Background: an optimization exercise with open tools, aiming at small area, a short achievable clock period and few clock cycles per item. Do not read the settings as production practice. The RTL was checked by simulation tests, not by an equivalence proof against the original design.

==> flow/design.v <==
module sphere_fsm_32bit_simple_minimal #(
    parameter int W        = 32,
    parameter int FRAC     = 16,
    parameter int CORDIC_N = 16
) (
    input  logic         clk,
    input  logic         rst_n,
    input  logic         start,
    input  logic [W-1:0] k_in,
    input  logic [1:0]   base_sel0,
    input  logic [1:0]   base_sel1,
    output logic [W-1:0] result_x,
    output logic [W-1:0] result_y,
    output logic [W-1:0] result_z,
    output logic         done,
    output logic         ready
);
    localparam logic signed [31:0] ONE        = 32'sd1 <<< FRAC;
    localparam logic signed [31:0] INV_K      = 32'sh26DD3B6A;
    localparam logic        [31:0] TWO_PI_Q29 = 32'd3373259426;
    localparam logic        [32:0] SCALE_INIT = 33'h1_0000_0000;
    typedef enum logic [2:0] {S_IDLE, S_VDC, S_SQRT, S_CORDIC, S_MUL, S_DONE} state_t;
    state_t state, state_nxt;
    logic        [31:0] n [2];
    logic        [2:0]  b [2];
    logic        [32:0] scale [2];
    logic        [31:0] acc [2];
    logic        [31:0] n_nxt [2];
    logic        [32:0] scale_nxt [2];
    logic        [31:0] acc_nxt [2];
    logic        [2:0]  r [2];
    logic               vdc_fin;
    logic        [4:0]  cnt;
    logic signed [31:0] c_q, c_new, t_new;
    logic signed [63:0] c_ext, csq;
    logic        [31:0] rad, rad_new, rem;
    logic        [33:0] rem_sh, trial;
    logic        [15:0] root;
    logic        [63:0] angp;
    logic signed [31:0] cx, cy, cz, cx_sh, cy_sh;
    logic signed [63:0] sp64, cos64, sin64;
    function automatic logic signed [31:0] atan_q30(input logic [3:0] i);
        case (i)
            4'd0:    atan_q30 = 32'sh3243F6A9;
            4'd1:    atan_q30 = 32'sh1DAC6705;
            4'd2:    atan_q30 = 32'sh0FADBAFD;
            4'd3:    atan_q30 = 32'sh07F56EA7;
            4'd4:    atan_q30 = 32'sh03FEAB77;
            4'd5:    atan_q30 = 32'sh01FFD55C;
            4'd6:    atan_q30 = 32'sh00FFFAAB;
            4'd7:    atan_q30 = 32'sh007FFF55;
            4'd8:    atan_q30 = 32'sh003FFFEB;
            4'd9:    atan_q30 = 32'sh001FFFFD;
            4'd10:   atan_q30 = 32'sh00100000;
            4'd11:   atan_q30 = 32'sh00080000;
            4'd12:   atan_q30 = 32'sh00040000;
            4'd13:   atan_q30 = 32'sh00020000;
            4'd14:   atan_q30 = 32'sh00010000;
            default: atan_q30 = 32'sh00008000;
        endcase
    endfunction
    function automatic logic [31:0] sat_q16(input logic signed [63:0] p);
        logic signed [63:0] s;
        s = p >>> FRAC;
        if (s > (64'sd1 <<< FRAC))
            sat_q16 = ONE;
        else if (s < -(64'sd1 <<< FRAC))
            sat_q16 = -ONE;
        else
            sat_q16 = 32'(s);
    endfunction
    always_comb begin
        for (int s = 0; s < 2; s++) begin
            n_nxt[s]     = n[s] / {29'd0, b[s]};
            r[s]         = 3'(n[s] % {29'd0, b[s]});
            scale_nxt[s] = scale[s] / {30'd0, b[s]};
            acc_nxt[s]   = acc[s] + 32'(scale_nxt[s] * {30'd0, r[s]});
        end
        vdc_fin = (n_nxt[0] == 32'd0) && (n_nxt[1] == 32'd0);
        c_new = 32'(acc_nxt[0] >> (31 - FRAC)) - ONE;
        c_ext = {{32{c_new[31]}}, c_new};
        csq   = c_ext * c_ext;
        t_new = ONE - 32'(csq >>> FRAC);
        if (t_new < 0)
            t_new = 32'sd0;
        rad_new = (t_new >= ONE) ? 32'hFFFF_FFFF : {t_new[15:0], 16'd0};
        rem_sh = {rem, rad[31:30]};
        trial  = {16'd0, root, 2'b01};
        angp  = 64'({2'b00, acc[1][29:0]}) * 64'(TWO_PI_Q29);
        cx_sh = cx >>> cnt;
        cy_sh = cy >>> cnt;
        sp64  = {48'd0, root};
        cos64 = 64'(cx >>> (30 - FRAC));
        sin64 = 64'(cy >>> (30 - FRAC));
    end
    always_comb begin
        state_nxt = state;
        case (state)
            S_IDLE:   if (start) state_nxt = S_VDC;
            S_VDC:    if (vdc_fin) state_nxt = S_SQRT;
            S_SQRT:   if (cnt == 5'd15) state_nxt = S_CORDIC;
            S_CORDIC: if (cnt == 5'(CORDIC_N - 1)) state_nxt = S_MUL;
            S_MUL:    state_nxt = S_DONE;
            S_DONE:   state_nxt = S_IDLE;
            default:  state_nxt = S_IDLE;
        endcase
        ready = (state == S_IDLE);
        done  = (state == S_DONE);
    end
    always_ff @(posedge clk or negedge rst_n) begin
        if (!rst_n)
            state <= S_IDLE;
        else
            state <= state_nxt;
    end
    always_ff @(posedge clk or negedge rst_n) begin
        if (!rst_n) begin
            for (int s = 0; s < 2; s++) begin
                n[s]     <= '0;
                b[s]     <= 3'd2;
                scale[s] <= '0;
                acc[s]   <= '0;
            end
            cnt      <= '0;
            c_q      <= '0;
            rad      <= '0;
            rem      <= '0;
            root     <= '0;
            cx       <= '0;
            cy       <= '0;
            cz       <= '0;
            result_x <= '0;
            result_y <= '0;
            result_z <= '0;
        end else begin
            case (state)
                S_IDLE: if (start) begin
                    n[0]     <= k_in;
                    n[1]     <= k_in;
                    b[0]     <= {1'b0, base_sel0} + 3'd2;
                    b[1]     <= {1'b0, base_sel1} + 3'd2;
                    scale[0] <= SCALE_INIT;
                    scale[1] <= SCALE_INIT;
                    acc[0]   <= '0;
                    acc[1]   <= '0;
                end
                S_VDC: begin
                    for (int s = 0; s < 2; s++) begin
                        n[s]     <= n_nxt[s];
                        scale[s] <= scale_nxt[s];
                        acc[s]   <= acc_nxt[s];
                    end
                    if (vdc_fin) begin
                        c_q  <= c_new;
                        rad  <= rad_new;
                        rem  <= '0;
                        root <= '0;
                        cnt  <= '0;
                    end
                end
                S_SQRT: begin
                    rad <= rad << 2;
                    if (rem_sh >= trial) begin
                        rem  <= 32'(rem_sh - trial);
                        root <= {root[14:0], 1'b1};
                    end else begin
                        rem  <= 32'(rem_sh);
                        root <= {root[14:0], 1'b0};
                    end
                    cnt <= cnt + 5'd1;
                    if (cnt == 5'd15) begin
                        cnt <= '0;
                        case (acc[1][31:30])
                            2'd0:    begin cx <= INV_K;  cy <= '0;     end
                            2'd1:    begin cx <= '0;     cy <= INV_K;  end
                            2'd2:    begin cx <= -INV_K; cy <= '0;     end
                            default: begin cx <= '0;     cy <= -INV_K; end
                        endcase
                        cz <= 32'(angp >> 31);
                    end
                end
                S_CORDIC: begin
                    if (cz >= 0) begin
                        cx <= cx - cy_sh;
                        cy <= cy + cx_sh;
                        cz <= cz - atan_q30(cnt[3:0]);
                    end else begin
                        cx <= cx + cy_sh;
                        cy <= cy - cx_sh;
                        cz <= cz + atan_q30(cnt[3:0]);
                    end
                    cnt <= cnt + 5'd1;
                end
                S_MUL: begin
                    result_x <= sat_q16(sp64 * cos64);
                    result_y <= sat_q16(sp64 * sin64);
                    result_z <= c_q;
                end
                default: ;
            endcase
        end
    end
endmodule
==> flow/run.sh <==
#!/bin/bash
# synth_recipe.tcl (not shown) runs the flow's synth.tcl, then flattens the netlist and writes it again
# the make line also repeats each setting of config.mk as NAME=value (left out here)
make -C /OpenROAD-flow-scripts/flow DESIGN_CONFIG=/design/flow/config.mk WORK_HOME=/design/flow/orfs CLKGATE_MAP_FILE= SYNTH_SCRIPT=/design/flow/synth_recipe.tcl finish
==> flow/config.mk <==
export PLATFORM = sky130hd
export DESIGN_NAME = sphere_fsm_32bit_simple_minimal
export DESIGN_NICKNAME = sphere_fsm_32bit_simple_minimal
export VERILOG_FILES = /design/flow/design.v
export SDC_FILE = /design/flow/constraint.sdc
export NUM_CORES = 4
export LEC_CHECK = 0
export CAP_MARGIN = 20
export CORE_MARGIN = 2
export CORE_UTILIZATION = 40
export SLEW_MARGIN = 20
==> flow/constraint.sdc <==
create_clock -name core_clock -period 70.0 [get_ports {clk}]
set_input_delay 14.0000 -clock core_clock [delete_from_list [all_inputs] [get_ports {clk}]]
set_output_delay 14.0000 -clock core_clock [all_outputs]
set_load 0.01 [all_outputs]
==> flow_summary.yaml <==
setup_path:
  max_stage_delay_ps: 570
  cp_data_required_time_ps: 70640
  critPathMaxFanout: 8
  worst_ep_arrival_time_ps: 67840
  critPathLaunchType: "flip-flop"
  cpMostUsedCell: "o21a_1"
  end_kind: "flip-flop"
  critical_path_class: "flip-flop to flip-flop"
  crit_family: "compound AO/OA/AOI/OAI gates"
  path_buf_inv: 22
  critPathSlowestCell: "or4_4"
cells_and_area:
  nets: 23900
  multi_input_area_sq_um: 136000
  register_area_sq_um: 11200
  drive_gt1_share_pct: 20.5
  mostFrequentLayoutCell: "buf_4"
  final_cell_mix: "buf_4 (2227), inv_1 (1948), nand2_1 (1921)"
  final.fill_count: 37800
  final_cell_area_sq_um: 182000
  syn2layout_area_growth_pct: 18.9
yosys:
  synth.avg_cell_area_sq_um: 7.76
  synthesis.area_sq_um: 153000
  postSynthCellCount: 19700
  synth-seq-area-share_pct: 7.33
  syn_nets: 22300
  synth_edf_count: 0
  yosysUniqueCellTypes: 215
  synth_warnings: 9
  synth_seq_cells: 448
  synth_flop_cell: "dfrtp_1"
  async_flop_share_pct: 100
cts:
  cts_buffers: 74
  clk_latency_ps: 790
  clk_pin_slew_worst_paths_ps: 60
  h-tree-depth: 3
  tritoncts: "yes"
  root_buffer: "clkbuf_16"
  clock_sinks: 448
  clk_path_buf_depth: 4
global_routing:
  grt-ovfl-total: 0
  track_usage_pct: 25.4
  grt_pass1_wl_um: 812000
  antenna_found_initial: 13
  grt_max_degree: 139
  grt_pass1_vias: 148000
floorplanning:
  core.rowCount: 227
  io_pins: 137
  die_area_sq_um: 387000
  dieHeight_um: 622
  initial_core_util_pct: 40.1
  core_sq_um: 381000
  die_width_um: 622
place:
  gp_congestion: 0.968
  hpwl_um: 413000
  dpl-instance-area_sq_um: 173000
  port_buffers: 136
detailed_routing:
  drt_iter0_markers: 11200
  drt-total-wl_um: 512000
  vias: 152000
  drtAntennaViolNets: 0
  wl_per_cell_um: 19.4
  drc: 0
  vias_per_cell: 5.76
  drtPass1Iterations: 6
timing:
  rsz0062_at_grt: "true"
  period_share_pct: 96.0
  fmax_mhz: 14.9
  hold_viol: 0
  fin_skew_ps: 37.7
  tightest_slew_ps: 1170
  slew_headroom_pct: 22.2
  min_period_ps: 67210
  setup_violations: 0
  finalSetupTns_ps: 0
  holdWs_ps: 471
  maxSlewViolCount: 0
outcome:
  status: "timing/DRC/antenna clean"
hold_path:
  hp-class: "flip-flop to flip-flop"
run:
  drv_cap: 0
[layer usage]
metal	up-vias	track usage (%)	wire length [um]
met5	-	0	13
met4	2	6.35	14900
met3	699	2.45	26500
met2	4014	43.1	241000
met1	74500	34.4	229000
li1	73200	-	-
[worst paths after layout]
kind	cells after the start	endpoint	start	slack, ps
worst max-delay path	371	rad[27]$_DFFE_PN0P_	b[0][0]$_DFFE_PN0P_	2790
worst min-delay path	2	result_z[1]$_DFFE_PN0P_	result_z[1]$_DFFE_PN0P_	470
worst max register to register	371	rad[27]$_DFFE_PN0P_	b[0][0]$_DFFE_PN0P_	2790
worst min register to register	2	result_z[1]$_DFFE_PN0P_	result_z[1]$_DFFE_PN0P_	470
max in group asynchronous	4	cnt[0]$_DFFE_PN0P_	rst_n	53850
min in group asynchronous	1	result_z[8]$_DFFE_PN0P_	rst_n	13300
[sequential cells by signal (all words and copies together) (netlist names), 6 cells and up]
signal	count
result_z	17
result_y	19
rad	24
scale	66
n	64
rem	32
root	16
cy	32
result_x	19
cz	32
acc	64
c_q	17
cx	32
b	6
[cells in the mapped netlist (192+ instances only)]
cell / count / area, sq um
and2_1: 429 / 2680
o21ai_0: 922 / 4610
or3_1: 216 / 1350
nor2_1: 1501 / 5630
inv_1: 1967 / 7380
xor2_1: 331 / 2900
nand4_1: 200 / 1250
and3_1: 219 / 1370
mux2i_1: 231 / 2310
fa_1: 1319 / 26400
nand2b_1: 248 / 1550
clkbuf_1: 558 / 2090
nand2_1: 1996 / 7490
nor4_1: 192 / 1200
a21o_1: 199 / 1490
xnor2_1: 747 / 6540
o21a_1: 299 / 2240
a31oi_1: 220 / 1380
nor3_1: 628 / 3140
a21oi_1: 974 / 4870
ha_1: 1196 / 15000
nand3_1: 599 / 3000
dfrtp_1: 446 / 11200
[kinds of logic after synthesis]
family / Yosys count / synth area share (%)
simple gates: 7510 / 25.9
compound gates: 4852 / 22.2
buf+inv: 2844 / 7.68
fa+ha+maj: 2526 / 27.1
xor+xnor: 1093 / 6.36
flops: 448 / 7.33
mux: 440 / 3.40
[through the flow]
step	setup slack, ps	instances	utilization, %
after floorplan	-1630	19700	-
after global placement	-706	26000	45.3
after detailed placement	-1880	26000	45.3
after CTS	9.10	26100	46.1
after global routing	-1070	26400	47.7
final	2790	26400	47.7
[repair_timing]
item,CTS,global route
gates resized for setup,79,853
hold buffers,0,0
pin swaps,17,442
cloned,2,4
setup buffers,24,280
endpoints found under the setup margin,32,126
[tightest hold or removal path, cell delays in order (launching register included)]
cell	delay, ps
dfrtp_1	330
nand2_1	50
nand2_1	50
[area by class of cell]
| cell class | count | share of cell area (%) |
|---|---|---|
| Inverter | 1983 | 4.11 |
| Multi-Input combinational cell | 16400 | 74.6 |
| Timing Repair Buffer | 2406 | 10.3 |
| Clock buffer | 93 | 1.11 |
| Timing Repair inverter | 1 | 0.00894 |
| Antenna cell | 7 | 0.00963 |
| Clock inverter | 34 | 0.209 |
| Sequential cell | 448 | 6.17 |
| Tap cell | 5038 | 3.47 |
Testbench counts, summed over its fixed seeds: cycles 56,881, items 1,200.

==> static timing again, ports no longer ideal <==
Ports are ideal in the flow. The routed layout listed here was re-timed in OpenROAD. Step 1 (the two cells are an assumption about what drives the block):
set clk [get_ports {clk}]
set_driving_cell -lib_cell sky130_fd_sc_hd__clkbuf_16 $clk
set_driving_cell -lib_cell sky130_fd_sc_hd__buf_2 [delete_from_list [all_inputs] $clk]
Step 2 adds t to the input delays and takes it off the output delays; t is the mean of the earliest and latest rising clock arrival at the registers after step 1. Input paths then give back, and output paths get back, about the clock's delay inside the block. Slacks: ideal ports / drivers / drivers and shift; pairs: ideal ports / drivers.
t (ns): 0.853
setup WS [ns]: 2.792 / 2.792 / 2.792
latest minus earliest clock arrival (ns): 0.043 / 0.043
worst data-port slew with drivers (ns): 0.09
pins driven straight from the clock port: 1
After both steps this run still meets setup and hold. For this run, drivers alone change the setup slack by 0.000 ns; drivers and shift together by 0.000 ns.
